From an optimization exercise on the open Yosys and OpenROAD flow, aimed at small area, a short achievable clock period and few clock cycles per item; shortcuts taken in it are not production practice.
In this exercise RTL edits were held to simulation tests only and were not proved equivalent to the original.

==> inputs of onyx <==
## log2_top
module log2_top #(
  parameter int taylor_terms = 9
) (
  input  logic             clk,
  input  logic             arst_n,
  input  log2_pkg::float_t x,
  input  logic             start,
  output log2_pkg::float_t result,
  output logic             busy,
  output logic             done
);
==> flow/config.mk <==
export PLATFORM = sky130hd
export DESIGN_NAME = log2_top
export DESIGN_NICKNAME = log2_top
export VERILOG_FILES = /design/flow/design.v
export SDC_FILE = /design/flow/constraint.sdc
export NUM_CORES = 4
export LEC_CHECK = 0
export ABC_AREA = 1
export CAP_MARGIN = 20
export CORE_MARGIN = 2
export CORE_UTILIZATION = 40
export SETUP_SLACK_MARGIN = 5
export SLEW_MARGIN = 20
export TNS_END_PERCENT = 5
==> flow/constraint.sdc <==
create_clock -name core_clock -period 18.5 [get_ports {clk}]
set_input_delay 3.7000 -clock core_clock [delete_from_list [all_inputs] [get_ports {clk}]]
set_output_delay 3.7000 -clock core_clock [all_outputs]
set_load 0.01 [all_outputs]
standard.sh (not shown) runs the stock make flow with config.mk's settings and CLKGATE_MAP_FILE= SYNTH_SCRIPT=/design/flow/synth_recipe.tcl, a recipe that flattens the netlist after the stock synthesis.
==> flow/flow/run.sh <==
#!/bin/bash
# Standard layout (the standard.sh, all ORFS steps) with two changes:
# synthesis maps adders to plain gates instead of extracting full and half
# adder cells (ADDER_MAP_FILE empty), so ABC sees whole arithmetic paths,
# and a larger setup margin for ORFS's timing repair.
set -euo pipefail
bash standard.sh ADDER_MAP_FILE= SETUP_SLACK_MARGIN=7 finish > standard.log 2>&1
==> garnet: changes against onyx <==
--- a/flow/design.v
+++ b/flow/design.v
@@ -46,15 +46,16 @@
 endmodule
 `timescale 1ns/1ps
 module fp_mul (
   input  logic [23:0] a,
   input  logic [18:0] b,
   input  logic [52:0] x,
   input  logic [23:0] x2,
-  output logic [52:0] p
+  output logic [52:0] ra,     
+  output logic [52:0] rb      
 );
   logic [9:0] one, two, neg;
   logic [24:0] pp0;
   logic [24:0] pp1;
   logic [24:0] pp2;
   logic [24:0] pp3;
   logic [24:0] pp4;
@@ -62,15 +63,14 @@
   logic [24:0] pp6;
   logic [24:0] pp7;
   logic [24:0] pp8;
   logic [24:0] pp9;
   logic [20:0] bx;
   logic [24:0] ax;
   logic s1, c2, s3, c4, s5, c6, s7, c8, s9, c10, s11, c12, s13, c14, s15, c16, s17, c18, s19, c20, s21, c22, s23, c24, s25, c26, s27, c28, s29, c30, s31, c32, s33, c34, s35, c36, s37, c38, s39, c40, s41, c42, s43, c44, s45, c46, s47, c48, s49, c50, s51, c52, s53, c54, s55, c56, s57, c58, s59, c60, s61, c62, s63, c64, s65, c66, s67, c68, s69, c70, s71, c72, s73, c74, s75, c76, s77, c78, s79, c80, s81, c82, s83, c84, s85, c86, s87, c88, s89, c90, s91, c92, s93, c94, s95, c96, s97, c98, s99, c100, s101, c102, s103, c104, s105, c106, s107, c108, s109, c110, s111, c112, s113, c114, s115, c116, s117, c118, s119, c120, s121, c122, s123, c124, s125, c126, s127, c128, s129, c130, s131, c132, s133, c134, s135, c136, s137, c138, s139, c140, s141, c142, s143, c144, s145, c146, s147, c148, s149, c150, s151, c152, s153, c154, s155, c156, s157, c158, s159, c160, s161, c162, s163, c164, s165, c166, s167, c168, s169, c170, s171, c172, s173, c174, s175, c176, s177, c178, s179, c180, s181, c182, s183, c184, s185, c186, s187, c188, s189, c190, s191, c192, s193, c194, s195, c196, s197, c198, s199, c200, s201, c202, s203, c204, s205, c206, s207, c208, s209, c210, s211, c212, s213, c214, s215, c216, s217, c218, s219, c220, s221, c222, s223, c224, s225, c226, s227, c228, s229, c230, s231, c232, s233, c234, s235, c236, s237, c238, s239, c240, s241, c242, s243, c244, s245, c246, s247, c248, s249, c250, s251, c252, s253, c254, s255, c256, s257, c258, s259, c260, s261, c262, s263, c264, s265, c266, s267, c268, s269, c270, s271, c272, s273, c274, s275, c276, s277, c278, s279, c280, s281, c282, s283, c284, s285, c286, s287, c288, s289, c290, s291, c292, s293, c294, s295, c296, s297, c298, s299, c300, s301, c302, s303, c304, s305, c306, s307, c308, s309, c310, s311, c312, s313, c314, s315, c316, s317, c318, s319, c320, s321, c322, s323, c324, s325, c326, s327, c328, s329, c330, s331, c332, s333, c334, s335, c336, s337, c338, s339, c340, s341, c342, s343, c344, s345, c346, s347, c348, s349, c350, s351, c352, s353, c354, s355, c356, s357, c358, s359, c360, s361, c362, s363, c364, s365, c366, s367, c368, s369, c370, s371, c372, s373, c374, s375, c376, s377, c378, s379, c380, s381, c382, s383, c384, s385, c386, s387, c388, s389, c390, s391, c392, s393, c394, s395, c396, s397, c398, s399, c400, s401, c402, s403, c404, s405, c406, s407, c408, s409, c410, s411, c412, s413, c414, s415, c416, s417, c418, s419, c420, s421, c422, s423, c424, s425, c426, s427, c428, s429, c430, s431, c432, s433, c434, s435, c436, s437, c438, s439, c440, s441, c442, s443, c444, s445, c446, s447, c448, s449, c450, s451, c452, s453, c454, s455, c456, s457, c458, s459, c460, s461, c462, s463, c464, s465, c466, s467, c468, s469, c470, s471, c472, s473, c474, s475, c476, s477, c478, s479, c480, s481, c482, s483, c484, s485, c486, s487, c488, s489, c490, s491, c492, s493, c494, s495, c496, s497, c498, s499, c500, s501, c502, s503, c504, s505, c506, s507, c508, s509, c510, s511, c512, s513, c514, s515, c516, s517, c518, s519, c520, s521, c522, s523, c524, s525, c526, s527, c528, s529, c530, s531, c532, s533, c534, s535, c536, s537, c538, s539, c540, s541, c542, s543, c544, s545, c546, s547, c548, s549, c550, s551, c552, s553, c554, s555, c556, s557, c558, s559, c560, s561, c562, s563, c564, s565, c566, s567, c568, s569, c570, s571, c572, s573, c574, s575, c576, s577, c578, s579, c580, s581, c582;
-  logic [52:0] ra, rb;
   assign bx = {1'b0, b, 1'b0};   
   assign ax = {a, 1'b0};         
   assign one[0] = bx[1] ^ bx[0];
   assign two[0] = (bx[2] & ~bx[1] & ~bx[0]) | (~bx[2] & bx[1] & bx[0]);
   assign neg[0] = bx[2];
   assign one[1] = bx[3] ^ bx[2];
   assign two[1] = (bx[4] & ~bx[3] & ~bx[2]) | (~bx[4] & bx[3] & bx[2]);
@@ -689,15 +689,14 @@
   assign c578 = x[50] & 1'b1;
   assign s579 = x[51] ^ 1'b1;
   assign c580 = x[51] & 1'b1;
   assign s581 = x[52] ^ 1'b1;
   assign c582 = x[52] & 1'b1;
   assign ra = {s581, s579, s577, s575, s573, s571, s569, s567, s565, s563, s561, s559, s557, s555, s553, s551, s549, s547, s545, s543, s541, s539, s537, s535, s533, s531, s529, s527, s525, s523, s521, s519, s517, s515, s513, s511, s509, s507, s505, s503, s501, s499, s497, s495, s493, s491, s489, s487, x[4], x[3], x[2], x[1], x[0]};
   assign rb = {c580, c578, c576, c574, c572, c570, c568, c566, c564, c562, c560, c558, c556, c554, c552, c550, c548, c546, c544, c542, c540, c538, c536, c534, c532, c530, c528, c526, c524, c522, c520, c518, c516, c514, c512, c510, c508, c506, c504, c502, c500, c498, c496, c494, c492, c490, c488, x2[5], x2[4], x2[3], x2[2], x2[1], x2[0]};
-  assign p = ra + rb;
 endmodule
 module fp_mul_round (
   input  logic [47:0] prod,
   output logic [25:0] r
 );
   logic nb, inc0, inc1;
   logic [25:0] sum;
@@ -923,28 +922,30 @@
     .ln_val    (ln_val)
   );
   log2_cmul5 u_cm5 (
     .lo (acc[4:0]),
     .y  (cm5)
   );
   logic [23:0] mul_a;
-  logic [52:0] mul_x, mul_p;
+  logic [52:0] mul_x, mul_p, mul_ra, mul_rb;
   logic [23:0] mul_x2;
   always_comb begin
     mul_a = s_sc ? (log2_pkg::fp_inv_ln2[23:0] | 24'h800000) : {1'b1, acc[22:0]};
     mul_x = s_red ? {recip_k, 24'b0} : s_sc ? {24'b0, cm5} : '0;
     mul_x2 = !accr ? '0 : s_sc ? (log2_pkg::fp_inv_ln2[23:0] | 24'h800000) : {tb, 5'b0};
   end
   fp_mul u_mul (
     .a (mul_a),
     .b (tb),
     .x (mul_x),
     .x2(mul_x2),
-    .p (mul_p)
+    .ra(mul_ra),
+    .rb(mul_rb)
   );
+  assign mul_p = mul_ra + mul_rb;
   logic [25:0] pr;
   logic        p_zero;
   logic [9:0]  p_ebase;    
   fp_mul_round u_rnd (
     .prod (mul_p[47:0]),
     .r    (pr)
   );
@@ -1043,40 +1044,37 @@
       st[log2_pkg::st_sc]  <= (accept && !x_spec && x_pow2) || s_ln;
       st[log2_pkg::st_nr]  <= sc_near;
       if (s_red || s_hor) cnt <= s_red ? 3'(taylor_terms - 2) : cnt - 3'd1;
       busy <= accept ? !x_spec : busy && !((s_sc && !sc_near) || s_nr);
       done <= (accept && x_spec) || (s_sc && !sc_near) || s_nr;
     end
   end
-  logic use_add, use_p, use_near, acc_en;
+  logic use_add, use_p, use_near;
   logic sc_near;    
   log2_pkg::float_t acc_d, near;
   logic [18:0] tb_d;
   always_comb begin
     near     = {1'b1, 8'(8'd126 - {3'b0, nlz}), ny[22:0]};   
     sc_near  = s_sc && e == -9'sd1 && !p_zero && p_exp[7:0] == 8'd126;
     use_p    = (s_ln && k == '0) || (s_sc && (e == '0 || sc_near));
     use_near = s_nr;
     use_add  = s_hor || (s_ln && k != '0) || (s_sc && e != '0 && !sc_near);
-    acc_en   = accept || s_red || s_hor || s_ln || s_sc || s_nr;
     acc_d    = ({32{accept}} & (x_spec ? x_spec_val :
                                 {1'b0, x_pow2 ? 8'h00 : 8'h7f, recip_sig_x[22:0]}))
              | ({32{s_red}} & log2_pkg::taylor_coef[32*(taylor_terms-1) +: 32])
              | ({32{use_add}} & add_y)
              | ({32{use_p}} & p)
              | ({32{use_near}} & near);
     tb_d     = ({19{accept}} & (x_den ? ny[18:0] : x[18:0]))
              | ({19{s_red}} & ny[23:5])
              | ({19{s_ln}} & {1'b1, (k == '0) ? p[22:5] : add_y[22:5]});
   end
   always_ff @(posedge clk) begin
-    if (acc_en) begin
-      acc  <= acc_d;
-      accr <= use_add && add_r;
-    end
+    acc  <= acc_d;
+    accr <= use_add && add_r;
     if (accept || s_red || s_ln) tb <= tb_d;
     if (accept) begin
       k <= x_den ? ny[22:19] : x[22:19];
       e <= x_den ? 9'd386 - {4'b0, nlz} : {1'b0, x[30:23]} - 9'd127;   
     end
     if (s_red) begin
       texp <= 8'd127 - {3'b0, nlz};
==> flow/flow/run.sh (replaced) <==
#!/bin/bash
# The standard layout (standard.sh, all ORFS steps) with two changes:
# - synthesis keeps the multiplier tree (module fp_mul) apart until the end
#   and extracts full/half adder cells only there, so that ABC maps all the
#   logic after the tree (carry-propagate adder, rounding, alignment, add,
#   normalisation) as one network and sees its whole depth; the standard flow's
#   synthesis script is otherwise unchanged (synth -nofsm -noshare, flatten,
#   rename), so the registers are the standard synthesis's;
# - a larger setup margin for ORFS's timing repair.
# Each tool's output goes to standard.log here and to ORFS's own logs.
set -euo pipefail
here=$(pwd)
sed 's/^  extract_fa {\*}\[dont_use_extract_fa_args\]$/  extract_fa {*}[dont_use_extract_fa_args] fp_mul/' \
  "$FLOW_HOME/scripts/synth.tcl" > "$here/synth_fa.tcl"
grep -q 'extract_fa {\*}\[dont_use_extract_fa_args\] fp_mul' "$here/synth_fa.tcl"
sed "s#source \$::env(SCRIPTS_DIR)/synth.tcl#source $here/synth_fa.tcl#" synth_recipe.tcl > "$here/synth_recipe_fa.tcl"
grep -q "source $here/synth_fa.tcl" "$here/synth_recipe_fa.tcl"
bash standard.sh SYNTH_SCRIPT="$here/synth_recipe_fa.tcl" SYNTH_KEEP_MODULES=fp_mul \
  SETUP_SLACK_MARGIN=7 finish > standard.log 2>&1
Settings changed: TNS_END_PERCENT 5 to unset.
==> results.txt <==
In onyx the worst hold slack is better than in garnet, by 0.047 ns. Between garnet and onyx, the lower die area is in garnet (gap 8.4%, measured against onyx). Against onyx, the routed wire length of garnet is lower by 11%. Between onyx and garnet, the lower worst setup slack is in garnet (gap 0.13 ns). Against onyx, the utilization of garnet is higher by 0.92 points. Between garnet and onyx, the lower critical path depth is in garnet (gap 9).
==> figures <==
quantity                                                            garnet                     onyx
Required @ worst endpoint                                         18.60 ns                 18.61 ns
Status                                             complete, no violations  complete, no violations
Area fraction in compound gates after synthesis                      17.0%                    12.2%
Place WS                                                           4.73 ns                  6.72 ns
Final Wtd Congestion                                                  1.03                     1.07
Sequential element share of the synthesized area                     5.97%                    6.35%
Sum of buffers and inverters on the critical path                        7                        9
Post-layout nets                                                     6,290                    7,672
Total via count in the routed design                                41,665                   50,958
Footprint of the flip-flops and latches                           2060 µm²                 2390 µm²
Count of non-CTS buffers in the layout                                 195                      138
Well tap count                                                       1,144                    1,254
Fraction of area in non-clock buffers                                5.17%                    3.20%
Testbench counts of onyx, summed over its fixed seeds: cycles 29,876, items 2,560.
Testbench counts of garnet, summed over its fixed seeds: cycles 29,876, items 2,560.

==> afterwards: timing with drivers on the ports <==
The results above use ideal ports. As a check the final layouts listed here were re-extracted and re-timed, cells and wires unchanged. Step 1 sets driving cells, clkbuf_16 on the clock port and buf_2 on the other inputs (assumed; they add their load-dependent delay and slew). Step 2 adds t to the input delays and takes it off the output delays; t is the mean of the earliest and latest rising clock arrival at the registers after step 1. Input paths then give back, and output paths get back, about the clock's delay inside the block. a / b / c = no drivers / after step 1 / after step 2; a / b = the first two.
run | t (ns) | setup WS [ns] | worst hold slack (ns) | worst register clock-pin slew, ns | pins driven straight from the clock port
onyx | 0.428 | 7.557 / 7.557 / 7.557 | 0.596 / 0.596 / 0.596 | 0.08 / 0.08 | 1
garnet | 0.416 | 7.430 / 7.430 / 7.430 | 0.549 / 0.549 / 0.549 | 0.08 / 0.08 | 1
After both steps every run listed still meets setup and hold.
